This design comes from an exercise in tuning for small area on the open sky130 flow, not from production work. Function was checked by simulation only, so behaviour that the tests miss may differ from the original. Power figures rest on the tool's default switching activity, not on a simulated workload.

## stream_tile_compositor
module stream_tile_compositor #(
    parameter int unsigned TILE_W  = 16,
    parameter int unsigned TILE_H  = 2,
    parameter int unsigned COLOR_W = 8,
    parameter int unsigned DEPTH_W = 8
) (
    input  logic                        clk,
    input  logic                        reset,
    input  logic                        clear_req,
    input  logic                        rd_start,
    input  logic                        s_valid,
    output logic                        s_ready,
    input  logic [$clog2(TILE_H)-1:0]   s_row,
    input  logic [$clog2(TILE_W)-1:0]   s_start_x,
    input  logic [DEPTH_W-1:0]          s_depth,
    input  logic                        s_mode,
    input  logic [TILE_W*COLOR_W-1:0]   s_data,
    output logic                        o_valid,
    input  logic                        o_ready,
    output logic [COLOR_W-1:0]          o_color,
    output logic [$clog2(TILE_W)-1:0]   o_x,
    output logic [$clog2(TILE_H)-1:0]   o_y,
    output logic                        o_last,
  ...
Size: about 3800 cells after synthesis, about 550 flip-flops, roughly 0.033 mm2 of cells after synthesis.
==> module stream_tile_compositor, before the edit <==
module stream_tile_compositor #(
    parameter int unsigned TILE_W  = 16,
    parameter int unsigned TILE_H  = 2,
    parameter int unsigned COLOR_W = 8,
    parameter int unsigned DEPTH_W = 8
) (
    input  logic                        clk,
    input  logic                        reset,
    input  logic                        clear_req,
    input  logic                        rd_start,
    input  logic                        s_valid,
    output logic                        s_ready,
    input  logic [$clog2(TILE_H)-1:0]   s_row,
    input  logic [$clog2(TILE_W)-1:0]   s_start_x,
    input  logic [DEPTH_W-1:0]          s_depth,
    input  logic                        s_mode,
    input  logic [TILE_W*COLOR_W-1:0]   s_data,
    output logic                        o_valid,
    input  logic                        o_ready,
    output logic [COLOR_W-1:0]          o_color,
    output logic [$clog2(TILE_W)-1:0]   o_x,
    output logic [$clog2(TILE_H)-1:0]   o_y,
    output logic                        o_last,
    output logic                        busy
);
    localparam int unsigned XW   = $clog2(TILE_W);
    localparam int unsigned YW   = $clog2(TILE_H);
    localparam int unsigned IW   = XW + YW;
    logic [1:0]         state;
    logic [IW-1:0]      pix_idx;
    logic               idle, in_rd, in_clr;
    logic               span_fire;
    logic [COLOR_W-1:0] color_mem [TILE_H][TILE_W];
    logic [DEPTH_W-1:0] depth_mem [TILE_H][TILE_W];
    logic               vld       [TILE_H][TILE_W];
    logic [TILE_W*COLOR_W-1:0] shifted;
    logic [TILE_W-1:0]  wr_en;
    logic [COLOR_W-1:0] wr_color [TILE_W];
    logic [COLOR_W-1:0] col_c    [TILE_W];
    logic               rsel, cmode;
    assign rsel  = in_rd ? pix_idx[IW-1] : s_row[0];
    assign cmode = in_rd || s_mode;
    assign idle      = (state == 2'b00);
    assign in_rd     = (state == 2'b01);
    assign in_clr    = state[1];
    assign s_ready   = idle && !clear_req && !rd_start;
    assign span_fire = s_valid && s_ready;
    assign busy      = !idle;
    assign o_valid   = in_rd;
    tile_lane_shifter u_shift (.s_data(s_data), .s_start_x(s_start_x), .shifted(shifted));
    always_comb begin
        for (int unsigned x = 0; x < TILE_W; x++) begin
            logic               v0, v1;
            logic [DEPTH_W-1:0] cur_d;
            logic [COLOR_W-1:0] cur_c, lane_val;
            logic [COLOR_W:0]   sum;
            logic               cy, ge;
            v0       = vld[0][x] && !rsel;
            v1       = vld[1][x] &&  rsel;
            cur_d    = ({DEPTH_W{v0}} & depth_mem[0][x]) | ({DEPTH_W{v1}} & depth_mem[1][x]);
            cur_c    = ({COLOR_W{v0 && cmode}} & color_mem[0][x])
                     | ({COLOR_W{v1 && cmode}} & color_mem[1][x]);
            col_c[x] = cur_c;
            lane_val = shifted[x*COLOR_W +: COLOR_W];
            cy = 1'b0;
            for (int b = 0; b < COLOR_W; b++) begin
                sum[b] = cur_c[b] ^ lane_val[b] ^ cy;
                cy     = (cur_c[b] & lane_val[b]) | (cur_c[b] & cy) | (lane_val[b] & cy);
            end
            sum[COLOR_W] = cy;
            ge = 1'b1;
            for (int b = 0; b < DEPTH_W; b++)
                ge = (s_depth[b] & !cur_d[b]) | (ge & !(cur_d[b] & !s_depth[b]));
            wr_en[x] = span_fire && (XW'(x) >= s_start_x)
                       && ge
                       && ((s_depth == '0) || (lane_val != '0));
            wr_color[x] = sum[COLOR_W-1:0] | {COLOR_W{sum[COLOR_W]}};
        end
    end
    always_ff @(posedge clk) begin
        for (int unsigned y = 0; y < TILE_H; y++) begin
            for (int unsigned x = 0; x < TILE_W; x++) begin
                if (wr_en[x] && (s_row == YW'(y))) begin
                    color_mem[y][x] <= wr_color[x];
                    depth_mem[y][x] <= s_depth;
                end
            end
        end
    end
    always_ff @(posedge clk or posedge reset) begin
        if (reset) begin
            for (int unsigned y = 0; y < TILE_H; y++)
                for (int unsigned x = 0; x < TILE_W; x++)
                    vld[y][x] <= 1'b0;
        end else begin
            for (int unsigned y = 0; y < TILE_H; y++)
                for (int unsigned x = 0; x < TILE_W; x++)
                    vld[y][x] <= !(in_clr && (state[0] == y[0]))
                                 && (vld[y][x] || (wr_en[x] && (s_row == YW'(y))));
        end
    end
    always_ff @(posedge clk or posedge reset) begin
        if (reset) begin
            state   <= 2'b00;
            pix_idx <= '0;
        end else begin
            case (state)
                2'b00:   state <= clear_req ? 2'b10 : rd_start ? 2'b01 : 2'b00;
                2'b01:   if (o_ready && o_last) state <= 2'b00;
                2'b10:   state <= 2'b11;
                default: state <= 2'b00;
            endcase
            if (in_rd && o_ready) pix_idx <= pix_idx + 1'b1;
        end
    end
    assign o_x     = pix_idx[XW-1:0];
    assign o_y     = pix_idx[IW-1:XW];
    assign o_last  = &pix_idx;
    assign o_color = in_rd ? col_c[pix_idx[XW-1:0]] : '0;
endmodule
export LEC_CHECK = 0
export ABC_AREA = 1
export CAP_MARGIN = 0
export CORE_MARGIN = 2
export CORE_UTILIZATION = 60
export CTS_BUF_LIST = sky130_fd_sc_hd__clkbuf_4 sky130_fd_sc_hd__clkbuf_8
export SLEW_MARGIN = 0
create_clock -name core_clock -period 8.0 [get_ports {clk}]
run.sh (not shown) runs the stock make flow with config.mk's settings and CLKGATE_MAP_FILE= SYNTH_SCRIPT=/design/flow/synth_recipe.tcl, a recipe that flattens the netlist after the stock synthesis.
==> next run, changes <==
--- a/flow/design.v
+++ b/flow/design.v
@@ -37,8 +37,4 @@
     logic [TILE_W-1:0]  wr_en;
     logic [COLOR_W-1:0] wr_color [TILE_W];
-    logic [COLOR_W-1:0] col_c    [TILE_W];
-    logic               rsel, cmode;
-    assign rsel  = in_rd ? pix_idx[IW-1] : s_row[0];
-    assign cmode = in_rd || s_mode;
     assign idle      = (state == 2'b00);
     assign in_rd     = (state == 2'b01);
@@ -56,15 +52,14 @@
             logic [COLOR_W:0]   sum;
             logic               cy, ge;
-            v0       = vld[0][x] && !rsel;
-            v1       = vld[1][x] &&  rsel;
+            v0       = vld[0][x] && !s_row[0];
+            v1       = vld[1][x] &&  s_row[0];
             cur_d    = ({DEPTH_W{v0}} & depth_mem[0][x]) | ({DEPTH_W{v1}} & depth_mem[1][x]);
-            cur_c    = ({COLOR_W{v0 && cmode}} & color_mem[0][x])
-                     | ({COLOR_W{v1 && cmode}} & color_mem[1][x]);
-            col_c[x] = cur_c;
+            cur_c    = ({COLOR_W{v0 && s_mode}} & color_mem[0][x])
+                     | ({COLOR_W{v1 && s_mode}} & color_mem[1][x]);
             lane_val = shifted[x*COLOR_W +: COLOR_W];
             cy = 1'b0;
             for (int b = 0; b < COLOR_W; b++) begin
                 sum[b] = cur_c[b] ^ lane_val[b] ^ cy;
-                cy     = (cur_c[b] & lane_val[b]) | (cur_c[b] & cy) | (lane_val[b] & cy);
+                cy     = (cur_c[b] & lane_val[b]) | (cy & (cur_c[b] ^ lane_val[b]));
             end
             sum[COLOR_W] = cy;
@@ -117,5 +112,6 @@
     assign o_y     = pix_idx[IW-1:XW];
     assign o_last  = &pix_idx;
-    assign o_color = in_rd ? col_c[pix_idx[XW-1:0]] : '0;
+    assign o_color = (in_rd && vld[pix_idx[IW-1:XW]][pix_idx[XW-1:0]])
+                     ? color_mem[pix_idx[IW-1:XW]][pix_idx[XW-1:0]] : '0;
 endmodule
 module tile_lane_shifter (
Area after synthesis is about the same.
Routed wire length increases by 12%.
Core utilization grows by 0.91 points.
Final cell count came out higher by 0.51%.
Power is about the same.
Register-to-register slack improved by 1.4 ns.
Synthesized cell count fell by 0.39%.

[static timing again, ports no longer ideal]
No port has a modelled driver above. Below, the same layouts with a new extraction and two added sets of constraints.
Step 1 assumes that a clkbuf_16 drives the clock port and a buf_2 every other input.
Step 2 times the ports against the registers' clock, not the clock port: input delays grow and output delays shrink by t, the midpoint of the rising clock arrivals with the driver on.
Slacks: ideal ports / drivers / drivers and shift; pairs: ideal ports / drivers.
run | shift t [ns] | setup WS [ns] | hold WS [ns] | worst setup path after step 2 | clock arrival spread, ns
the first run | 0.744 | 0.696 / 0.633 / 0.670 | 0.569 / 0.569 / 0.569 | input to register | 0.041 / 0.041
the second run | 0.775 | 1.127 / 1.060 / 0.410 | 0.527 / 0.527 / 0.527 | input to register | 0.056 / 0.056
After both steps every run listed still meets setup and hold. The setup slack of the second run, which loses most, moves by -0.067 ns with the drivers and by -0.717 ns with both steps.
